Source: an optimization exercise on an open RTL-to-GDS flow (aim: small area, a short achievable clock period and few clock cycles). Production flows keep margins and buffers that such runs may drop.
In this exercise RTL edits were held to simulation tests only and were not proved equivalent to the original.
No activity file was given, so power comes from the tool's default toggle rates.

==> inputs of run a <==
==> flow/design.v <==
`timescale 1ns/10ps
package bf_pkg;
	localparam int NODE_COUNT = 32;
	localparam int EDGE_DEPTH = 32;
	localparam int PIPE_DRAIN = 3;  
	typedef logic [4:0] node_t;
	typedef logic [5:0] plen_t;  
	typedef logic [3:0] weight_t;
	typedef logic [6:0] dist_t;
	typedef logic [4:0] edge_idx_t;
	typedef logic [7:0] wb_adr_t;
	typedef logic [15:0] wb_dat_t;
	typedef logic [13:0] edge_word_t;  
	localparam dist_t DIST_INF = 7'd127;  
	localparam int EDGE_TO_LSB = 0;
	localparam int EDGE_FROM_LSB = 5;
	localparam int EDGE_WEIGHT_LSB = 10;
	localparam wb_adr_t ADR_EDGE_BASE = 8'h00;
	localparam wb_adr_t ADR_SOURCE = 8'h20;
	localparam wb_adr_t ADR_DEST = 8'h21;
	localparam wb_adr_t ADR_STATUS = 8'h22;
	localparam wb_adr_t ADR_PATH_BASE = 8'h40;
	typedef enum logic [2:0] {
		IDLE,
		INIT,
		SWEEP,
		DRAIN,
		DONE
	} sweep_state_t;
endpackage
`timescale 1ns/10ps
module bf_top (
	input logic clk,
	input logic clr,
	input logic wb_cyc,
	input logic wb_stb,
	input logic wb_we,
	input bf_pkg::wb_adr_t wb_adr,
	input bf_pkg::wb_dat_t wb_dat_w,
	output bf_pkg::wb_dat_t wb_dat_r,
	output logic wb_ack
);
	localparam logic [6:0] INF = 7'd127;
	localparam logic [3:0] WAIT_MAX = 4'd13;  
	function automatic logic [31:0] prefix_or(input logic [31:0] x);
		logic [31:0] p;
		p = x;
		for (int s = 1; s < 32; s = s * 2)
			p = p | (p << s);
		prefix_or = p;
	endfunction
	function automatic logic [4:0] first_set(input logic [31:0] x);
		logic [31:0] oh;
		oh = x & ~(prefix_or(x) << 1);
		for (int b = 0; b < 5; b++) begin
			first_set[b] = 1'b0;
			for (int i = 0; i < 32; i++)
				if (((i >> b) & 1) == 1) first_set[b] = first_set[b] | oh[i];
		end
	endfunction
	function automatic logic [4:0] next_set(input logic [31:0] x, input logic [31:0] gt);
		logic [31:0] hi;
		hi = x & gt;
		next_set = (|hi) ? first_set(hi) : first_set(x);
	endfunction
	bf_pkg::edge_word_t edge_mem [bf_pkg::EDGE_DEPTH];
	bf_pkg::dist_t dist_mem [bf_pkg::NODE_COUNT];
	bf_pkg::node_t pred_mem [bf_pkg::NODE_COUNT];
	logic busy;
	logic init;  
	logic ph;  
	logic run_done;
	logic path_ready;
	logic walking;
	logic erd;  
	bf_pkg::node_t ra;
	logic [3:0] wcnt;
	bf_pkg::node_t source;
	bf_pkg::node_t dest;
	bf_pkg::plen_t path_len;
	logic ewq;
	bf_pkg::node_t ewa;
	bf_pkg::edge_word_t ewd;
	logic [31:0] dirty;
	bf_pkg::node_t cur;
	bf_pkg::weight_t e_w;
	bf_pkg::node_t e_u;  
	bf_pkg::node_t e_v;
	bf_pkg::node_t pe0q, pe1q;  
	logic [7:0] sumq;
	bf_pkg::dist_t dvq;
	logic [5:0] pi;  
	bf_pkg::node_t cp8, cp16, cp24;
	logic pend;
	logic a_edge, a_path, a_src, a_dst, a_stat;
	assign pend = wb_cyc && wb_stb && !wb_ack;
	assign a_edge = wb_adr[7:5] == 3'b000;
	assign a_path = wb_adr[7:5] == 3'b010;
	assign a_src = wb_adr == bf_pkg::ADR_SOURCE;
	assign a_dst = wb_adr == bf_pkg::ADR_DEST;
	assign a_stat = wb_adr == bf_pkg::ADR_STATUS;
	logic src_go, dst_go, ewr, eload, pread;
	assign src_go = pend && wb_we && a_src && !busy;
	assign dst_go = pend && wb_we && a_dst && run_done;
	assign ewr = pend && wb_we && a_edge;
	assign eload = pend && !wb_we && a_edge && !erd;
	assign pread = pend && !wb_we && a_path && !walking;
	logic [31:0] valid, match;
	logic [31:0] nz, valid_q;
	always_comb begin
		for (int k = 0; k < 32; k++)
			nz[k] = |edge_mem[k];
		valid = ~prefix_or(~nz);
		for (int k = 0; k < 32; k++)
			match[k] = valid_q[k] && (edge_mem[k][bf_pkg::EDGE_FROM_LSB +: 5] == e_v);
	end
	bf_pkg::dist_t du, dv;
	logic r_go, s_go, upd;
	logic [31:0] gt, d0, d1;
	bf_pkg::node_t esel;
	bf_pkg::edge_word_t ew;
	logic z0q, z1q;  
	assign du = dist_mem[e_u];
	assign dv = dist_mem[e_v];
	assign r_go = busy && !init && ph;
	assign s_go = busy && !init && !ph && !erd;
	assign upd = s_go && (sumq < {1'b0, dvq});
	always_comb begin
		for (int k = 0; k < 32; k++)
			gt[k] = !init && (5'(k) > cur);
		d0 = dirty;
		d1 = (init ? '0 : dirty) | match;
	end
	bf_pkg::node_t pe0, pe1;
	assign pe0 = next_set(d0, gt);
	assign pe1 = next_set(d1, gt);
	assign esel = upd ? pe1q : (erd ? ra : pe0q);
	assign ew = edge_mem[esel];
	bf_pkg::node_t n1;
	logic stop, wfin;
	bf_pkg::plen_t plen_now;
	assign n1 = pred_mem[e_u];
	assign stop = (e_u == source) || (pi == 6'd0 && du == INF) || (pi == 6'd31);
	assign wfin = walking && stop;
	assign plen_now = wfin ? pi + 6'd1 : path_len;
	logic [4:0] pk, pblk;
	logic p_hit, p_jump;
	bf_pkg::node_t cp_sel;
	assign pk = wb_adr[4:0];
	assign p_hit = pi == {1'b0, pk};
	assign pblk = {pk[4:3], 3'b000};
	always_comb begin
		case (pk[4:3])
			2'd0: cp_sel = dest;
			2'd1: cp_sel = cp8;
			2'd2: cp_sel = cp16;
			default: cp_sel = cp24;
		endcase
	end
	assign p_jump = (pi > {1'b0, pk}) || (pi < {1'b0, pblk});
	logic ack_now;
	bf_pkg::wb_dat_t rdat;
	always_comb begin
		ack_now = 1'b0;
		rdat = '0;
		if (pend) begin
			if (wb_we) begin
				ack_now = 1'b1;
			end else if (a_edge) begin
				ack_now = erd;
				rdat = {2'b00, ew};
			end else if (a_path) begin
				ack_now = walking || p_hit;
				rdat = {1'b0, du, 3'b000, e_u};
			end else if (a_stat) begin
				ack_now = (!busy && (!walking || wfin)) || wcnt == WAIT_MAX;
				rdat = {2'b00, plen_now, 5'b00000, path_ready || wfin, run_done, busy};
			end else begin
				ack_now = 1'b1;
			end
		end
	end
	always_ff @(posedge clk or posedge clr) begin
		if (clr) begin
			wb_ack <= 1'b0;
			wcnt <= '0;
			erd <= 1'b0;
			ewq <= 1'b0;
			busy <= 1'b0;
			init <= 1'b0;
			ph <= 1'b0;
			run_done <= 1'b0;
			path_ready <= 1'b0;
			walking <= 1'b0;
			path_len <= '0;
			pi <= '0;
		end else begin
			wb_ack <= ack_now;
			wcnt <= (pend && !ack_now) ? wcnt + 1'b1 : 4'd0;
			erd <= eload;
			ewq <= ewr;
			init <= src_go;
			if (src_go) begin
				busy <= 1'b1;
				run_done <= 1'b0;
				path_ready <= 1'b0;
				walking <= 1'b0;
			end else if (init) begin
				ph <= 1'b0;
				if (match == '0) begin
					busy <= 1'b0;
					run_done <= 1'b1;
				end
			end else if (r_go) begin
				ph <= 1'b0;
			end else if (s_go) begin
				ph <= 1'b1;
				if (upd ? z1q : z0q) begin
					busy <= 1'b0;
					run_done <= 1'b1;
				end
			end
			if (dst_go) begin
				walking <= 1'b1;
				path_ready <= 1'b0;
				pi <= '0;
			end else if (walking) begin
				if (stop) begin
					walking <= 1'b0;
					path_ready <= 1'b1;
					path_len <= pi + 6'd1;
					pi <= '0;
				end else begin
					pi <= pi + 6'd1;
				end
			end else if (pread) begin
				if (p_hit || !p_jump)
					pi <= pi + 6'd1;
				else
					pi <= {1'b0, pblk};
			end
		end
	end
	always_ff @(posedge clk) begin
		wb_dat_r <= rdat;
		valid_q <= valid;
		ewa <= wb_adr[4:0];
		ewd <= wb_dat_w[13:0];
		if (ewq)
			edge_mem[ewa] <= ewd;
		if (eload)
			ra <= wb_adr[4:0];
		if (src_go)
			source <= wb_dat_w[4:0];
		if (init) begin
			pe0q <= pe1;
			sumq <= 8'hff;
			z0q <= 1'b0;
		end else if (r_go) begin
			z0q <= d0 == '0;
			z1q <= d1 == '0;
			pe0q <= pe0;
			pe1q <= pe1;
			sumq <= {1'b0, du} + {4'b0000, e_w};
			dvq <= dv;
		end
		if (init) begin
			dirty <= match;
		end else if (s_go) begin
			dirty <= (upd ? d1 : d0) & ~(32'd1 << esel);
			cur <= esel;
		end
		if (s_go) begin
			{e_w, e_u, e_v} <= ew;
		end else if (src_go) begin
			e_v <= wb_dat_w[4:0];
		end else if (dst_go) begin
			e_u <= wb_dat_w[4:0];
		end else if (walking) begin
			e_u <= stop ? dest : n1;
		end else if (pread) begin
			e_u <= (p_hit || !p_jump) ? n1 : cp_sel;
		end
		for (int i = 0; i < bf_pkg::NODE_COUNT; i++) begin
			if (init)
				dist_mem[i] <= (5'(i) == source) ? 7'd0 : INF;
			else if (upd && e_v == 5'(i)) begin
				dist_mem[i] <= sumq[6:0];
				pred_mem[i] <= e_u;
			end
		end
		if (dst_go)
			dest <= wb_dat_w[4:0];
		if (walking) begin
			if (pi == 6'd8) cp8 <= e_u;
			if (pi == 6'd16) cp16 <= e_u;
			if (pi == 6'd24) cp24 <= e_u;
		end
	end
endmodule
==> flow/run.sh <==
#!/bin/bash
# synth_recipe.tcl (not shown) runs the flow's synth.tcl, then flattens the netlist and writes it again
# the make line also repeats each setting of config.mk as NAME=value (left out here)
make -C /OpenROAD-flow-scripts/flow DESIGN_CONFIG=/design/flow/config.mk WORK_HOME=/design/flow/orfs CLKGATE_MAP_FILE= SYNTH_SCRIPT=/design/flow/synth_recipe.tcl finish
==> flow/config.mk <==
export PLATFORM = sky130hd
export DESIGN_NAME = bf_top
export DESIGN_NICKNAME = bf_top
export VERILOG_FILES = /design/flow/design.v
export SDC_FILE = /design/flow/constraint.sdc
export NUM_CORES = 4
export LEC_CHECK = 0
export ABC_AREA = 1
export CAP_MARGIN = 20
export CORE_MARGIN = 2
export CORE_UTILIZATION = 40
export SETUP_SLACK_MARGIN = 2.6
export SLEW_MARGIN = 20
==> flow/constraint.sdc <==
create_clock -name core_clock -period 6.0 [get_ports {clk}]
set_input_delay 1.2000 -clock core_clock [delete_from_list [all_inputs] [get_ports {clk}]]
set_output_delay 1.2000 -clock core_clock [all_outputs]
set_load 0.01 [all_outputs]
==> run b (differences from run a) <==
--- a/flow/design.v
+++ b/flow/design.v
@@ -106,20 +106,22 @@
 	assign eload = pend && !wb_we && a_edge && !erd;
 	assign pread = pend && !wb_we && a_path && !walking;
 	logic [31:0] valid, match;
+	bf_pkg::node_t mnode;
 	logic [31:0] nz, valid_q;
 	always_comb begin
 		for (int k = 0; k < 32; k++)
 			nz[k] = |edge_mem[k];
 		valid = ~prefix_or(~nz);
+		mnode = init ? source : e_v;
 		for (int k = 0; k < 32; k++)
-			match[k] = valid_q[k] && (edge_mem[k][bf_pkg::EDGE_FROM_LSB +: 5] == e_v);
+			match[k] = valid_q[k] && (edge_mem[k][bf_pkg::EDGE_FROM_LSB +: 5] == mnode);
 	end
 	bf_pkg::dist_t du, dv;
 	logic r_go, s_go, upd;
 	logic [31:0] gt, d0, d1;
 	bf_pkg::node_t esel;
 	bf_pkg::edge_word_t ew;
-	logic z0q, z1q;  
+	logic z0, z1;
 	assign du = dist_mem[e_u];
 	assign dv = dist_mem[e_v];
 	assign r_go = busy && !init && ph;
@@ -127,13 +129,12 @@
 	assign upd = s_go && (sumq < {1'b0, dvq});
 	always_comb begin
 		for (int k = 0; k < 32; k++)
-			gt[k] = !init && (5'(k) > cur);
+			gt[k] = 5'(k) > cur;
 		d0 = dirty;
-		d1 = (init ? '0 : dirty) | match;
-	end
-	bf_pkg::node_t pe0, pe1;
-	assign pe0 = next_set(d0, gt);
-	assign pe1 = next_set(d1, gt);
+		d1 = dirty | match;
+	end
+	assign z0 = d0 == '0;
+	assign z1 = d1 == '0;
 	assign esel = upd ? pe1q : (erd ? ra : pe0q);
 	assign ew = edge_mem[esel];
 	bf_pkg::node_t n1;
@@ -215,7 +216,7 @@
 				ph <= 1'b0;
 			end else if (s_go) begin
 				ph <= 1'b1;
-				if (upd ? z1q : z0q) begin
+				if (upd ? z1 : z0) begin
 					busy <= 1'b0;
 					run_done <= 1'b1;
 				end
@@ -253,14 +254,11 @@
 		if (src_go)
 			source <= wb_dat_w[4:0];
 		if (init) begin
-			pe0q <= pe1;
+			pe0q <= first_set(match);
 			sumq <= 8'hff;
-			z0q <= 1'b0;
 		end else if (r_go) begin
-			z0q <= d0 == '0;
-			z1q <= d1 == '0;
-			pe0q <= pe0;
-			pe1q <= pe1;
+			pe0q <= next_set(d0, gt);
+			pe1q <= next_set(d1, gt);
 			sumq <= {1'b0, du} + {4'b0000, e_w};
 			dvq <= dv;
 		end
@@ -272,8 +270,6 @@
 		end
 		if (s_go) begin
 			{e_w, e_u, e_v} <= ew;
-		end else if (src_go) begin
-			e_v <= wb_dat_w[4:0];
 		end else if (dst_go) begin
 			e_u <= wb_dat_w[4:0];
 		end else if (walking) begin
- SETUP_SLACK_MARGIN: 2.6 -> unset
==> run c (differences from run a) <==
--- a/flow/design.v
+++ b/flow/design.v
@@ -87,8 +87,11 @@
 	bf_pkg::node_t e_u;  
 	bf_pkg::node_t e_v;
 	bf_pkg::node_t pe0q, pe1q;  
-	logic [7:0] sumq;
-	bf_pkg::dist_t dvq;
+	bf_pkg::dist_t duq;
+	logic [7:0] tq;
+	logic wbe;
+	bf_pkg::node_t wbv, wbu;
+	bf_pkg::dist_t wbd;
 	logic [5:0] pi;  
 	bf_pkg::node_t cp8, cp16, cp24;
 	logic pend;
@@ -116,32 +119,45 @@
 	end
 	bf_pkg::dist_t du, dv;
 	logic r_go, s_go, upd;
+	logic [7:0] sum;
 	logic [31:0] gt, d0, d1;
 	bf_pkg::node_t esel;
 	bf_pkg::edge_word_t ew;
 	logic z0q, z1q;  
-	assign du = dist_mem[e_u];
-	assign dv = dist_mem[e_v];
+	assign du = (wbe && wbv == e_u) ? wbd : dist_mem[e_u];
+	assign dv = (wbe && wbv == e_v) ? wbd : dist_mem[e_v];
 	assign r_go = busy && !init && ph;
 	assign s_go = busy && !init && !ph && !erd;
-	assign upd = s_go && (sumq < {1'b0, dvq});
+	assign sum = {1'b0, duq} + {4'b0000, e_w};
+	assign upd = s_go && !tq[7] && (duq < tq[6:0]);
 	always_comb begin
 		for (int k = 0; k < 32; k++)
-			gt[k] = !init && (5'(k) > cur);
+			gt[k] = 5'(k) > cur;
 		d0 = dirty;
-		d1 = (init ? '0 : dirty) | match;
+		d1 = dirty | match;
+	end
+	bf_pkg::node_t sel0;
+	logic [31:0] oh0, oh1, ohs;
+	assign sel0 = erd ? ra : pe0q;
+	assign oh0 = 32'd1 << sel0;
+	assign oh1 = 32'd1 << pe1q;
+	assign ohs = upd ? oh1 : oh0;
+	assign esel = upd ? pe1q : pe0q;
+	always_comb begin
+		ew = '0;
+		for (int k = 0; k < 32; k++)
+			ew = ew | (edge_mem[k] & {14{ohs[k]}});
 	end
-	bf_pkg::node_t pe0, pe1;
-	assign pe0 = next_set(d0, gt);
-	assign pe1 = next_set(d1, gt);
-	assign esel = upd ? pe1q : (erd ? ra : pe0q);
-	assign ew = edge_mem[esel];
 	bf_pkg::node_t n1;
-	logic stop, wfin;
+	logic wstop;  
+	logic wfin;
 	bf_pkg::plen_t plen_now;
+	logic [31:0] inf;
+	always_comb
+		for (int i = 0; i < 32; i++)
+			inf[i] = dist_mem[i] == INF;
 	assign n1 = pred_mem[e_u];
-	assign stop = (e_u == source) || (pi == 6'd0 && du == INF) || (pi == 6'd31);
-	assign wfin = walking && stop;
+	assign wfin = walking && wstop;
 	assign plen_now = wfin ? pi + 6'd1 : path_len;
 	logic [4:0] pk, pblk;
 	logic p_hit, p_jump;
@@ -188,6 +204,7 @@
 			ewq <= 1'b0;
 			busy <= 1'b0;
 			init <= 1'b0;
+			wbe <= 1'b0;
 			ph <= 1'b0;
 			run_done <= 1'b0;
 			path_ready <= 1'b0;
@@ -200,6 +217,7 @@
 			erd <= eload;
 			ewq <= ewr;
 			init <= src_go;
+			wbe <= upd;
 			if (src_go) begin
 				busy <= 1'b1;
 				run_done <= 1'b0;
@@ -225,7 +243,7 @@
 				path_ready <= 1'b0;
 				pi <= '0;
 			end else if (walking) begin
-				if (stop) begin
+				if (wstop) begin
 					walking <= 1'b0;
 					path_ready <= 1'b1;
 					path_len <= pi + 6'd1;
@@ -253,21 +271,21 @@
 		if (src_go)
 			source <= wb_dat_w[4:0];
 		if (init) begin
-			pe0q <= pe1;
-			sumq <= 8'hff;
+			pe0q <= first_set(match);
+			duq <= INF;
 			z0q <= 1'b0;
 		end else if (r_go) begin
+			pe0q <= next_set(d0, gt);
+			pe1q <= next_set(d1, gt);
+			duq <= du;
+			tq <= {1'b0, dv} - {4'b0000, e_w};
 			z0q <= d0 == '0;
 			z1q <= d1 == '0;
-			pe0q <= pe0;
-			pe1q <= pe1;
-			sumq <= {1'b0, du} + {4'b0000, e_w};
-			dvq <= dv;
 		end
 		if (init) begin
 			dirty <= match;
 		end else if (s_go) begin
-			dirty <= (upd ? d1 : d0) & ~(32'd1 << esel);
+			dirty <= (upd ? d1 : d0) & ~ohs;
 			cur <= esel;
 		end
 		if (s_go) begin
@@ -277,20 +295,29 @@
 		end else if (dst_go) begin
 			e_u <= wb_dat_w[4:0];
 		end else if (walking) begin
-			e_u <= stop ? dest : n1;
+			e_u <= wstop ? dest : n1;
 		end else if (pread) begin
 			e_u <= (p_hit || !p_jump) ? n1 : cp_sel;
 		end
 		for (int i = 0; i < bf_pkg::NODE_COUNT; i++) begin
 			if (init)
 				dist_mem[i] <= (5'(i) == source) ? 7'd0 : INF;
-			else if (upd && e_v == 5'(i)) begin
-				dist_mem[i] <= sumq[6:0];
-				pred_mem[i] <= e_u;
+			else if (wbe && wbv == 5'(i)) begin
+				dist_mem[i] <= wbd;
+				pred_mem[i] <= wbu;
 			end
 		end
 		if (dst_go)
 			dest <= wb_dat_w[4:0];
+		if (upd) begin
+			wbv <= e_v;
+			wbu <= e_u;
+			wbd <= sum[6:0];
+		end
+		if (dst_go)
+			wstop <= (wb_dat_w[4:0] == source) || inf[wb_dat_w[4:0]];
+		else if (walking)
+			wstop <= (n1 == source) || (pi == 6'd30);
 		if (walking) begin
 			if (pi == 6'd8) cp8 <= e_u;
 			if (pi == 6'd16) cp16 <= e_u;
- SETUP_SLACK_MARGIN: 2.6 -> 2.5
==> comparison table <==
quantity	run b	run c	run a
Flip-flop and latch count	1029	1050	1031
Critical-path maximum fanout	17	5	32
Sequential group share of total power	44.0%	50.3%	50.0%
Area used by multi-input combinational logic	20000 um^2	22300 um^2	20300 um^2
Area of the core region	132000 um^2	137000 um^2	128000 um^2
Routed len/inst	25.7 um	30.3 um	27.2 um
Power in sequential cells	8.39 mW	8.08 mW	8.08 mW
Depth of the worst register-to-register path	20	16	12
Status	no timing/DRC/antenna violations	no timing/DRC/antenna violations	no timing/DRC/antenna violations
Arrival @ worst endpoint	5.42 ns	4.11 ns	3.95 ns
Clock buf/inv share	6.36%	5.67%	5.79%
Non-Clock Buffer Area Fraction	2.29%	4.49%	5.32%
Combinational share of power	18.6%	5.9%	8.4%
Sequential fraction of the synthesis area	56.6%	55.6%	58.6%
Slew at the pin with the worst max-slew slack	1.16 ns	1.13 ns	1.08 ns
RSZ-0062 raised after global routing	false	true	true
Non-CTS inverters	568	717	472
Worst r2r dst	wb_dat_r[12]	tq[6]	dvq[4]
Min-Delay Startpoint	sumq[0]	wcnt[0]	ewd[13]
Yosys reg bits	1029	1050	1031
Testbench counts of run a, summed over its fixed seeds: cycles 8,804.
Testbench counts of run b, summed over its fixed seeds: cycles 8,804.
Testbench counts of run c, summed over its fixed seeds: cycles 8,804.

## separate check: timing with driven ports
How much do the figures lean on ideal ports? The routed layouts below were timed once more, with nothing changed but the port constraints.
Step 1: set_driving_cell puts a clkbuf_16 on clk and a buf_2 on each other input, an assumption about the parent block.
Step 2 also shifts input and output timing later by t, the mid clock arrival at the registers, as if the neighbouring blocks saw the same clock.
Slacks: ideal ports / drivers / drivers and shift; pairs: ideal ports / drivers.
| run | shift t [ns] | slack for setup (ns) | worst hold slack (ns) | worst register clock-pin slew, ns | cell pins on the clock port's net |
|---|---|---|---|---|---|
| run a | 0.813 | 2.510 / 2.510 / 2.027 | 0.462 / 0.462 / 0.462 | 0.07 / 0.07 | 1 |
| run b | 0.825 | 1.195 / 1.195 / 1.195 | 0.480 / 0.480 / 0.480 | 0.09 / 0.09 | 1 |
| run c | 0.809 | 2.405 / 2.405 / 1.903 | 0.493 / 0.493 / 0.493 | 0.08 / 0.08 | 1 |
After both steps setup and hold are still met in every run listed. For run c, which loses most, drivers alone change the setup slack by 0.000 ns; drivers and shift together by -0.502 ns.
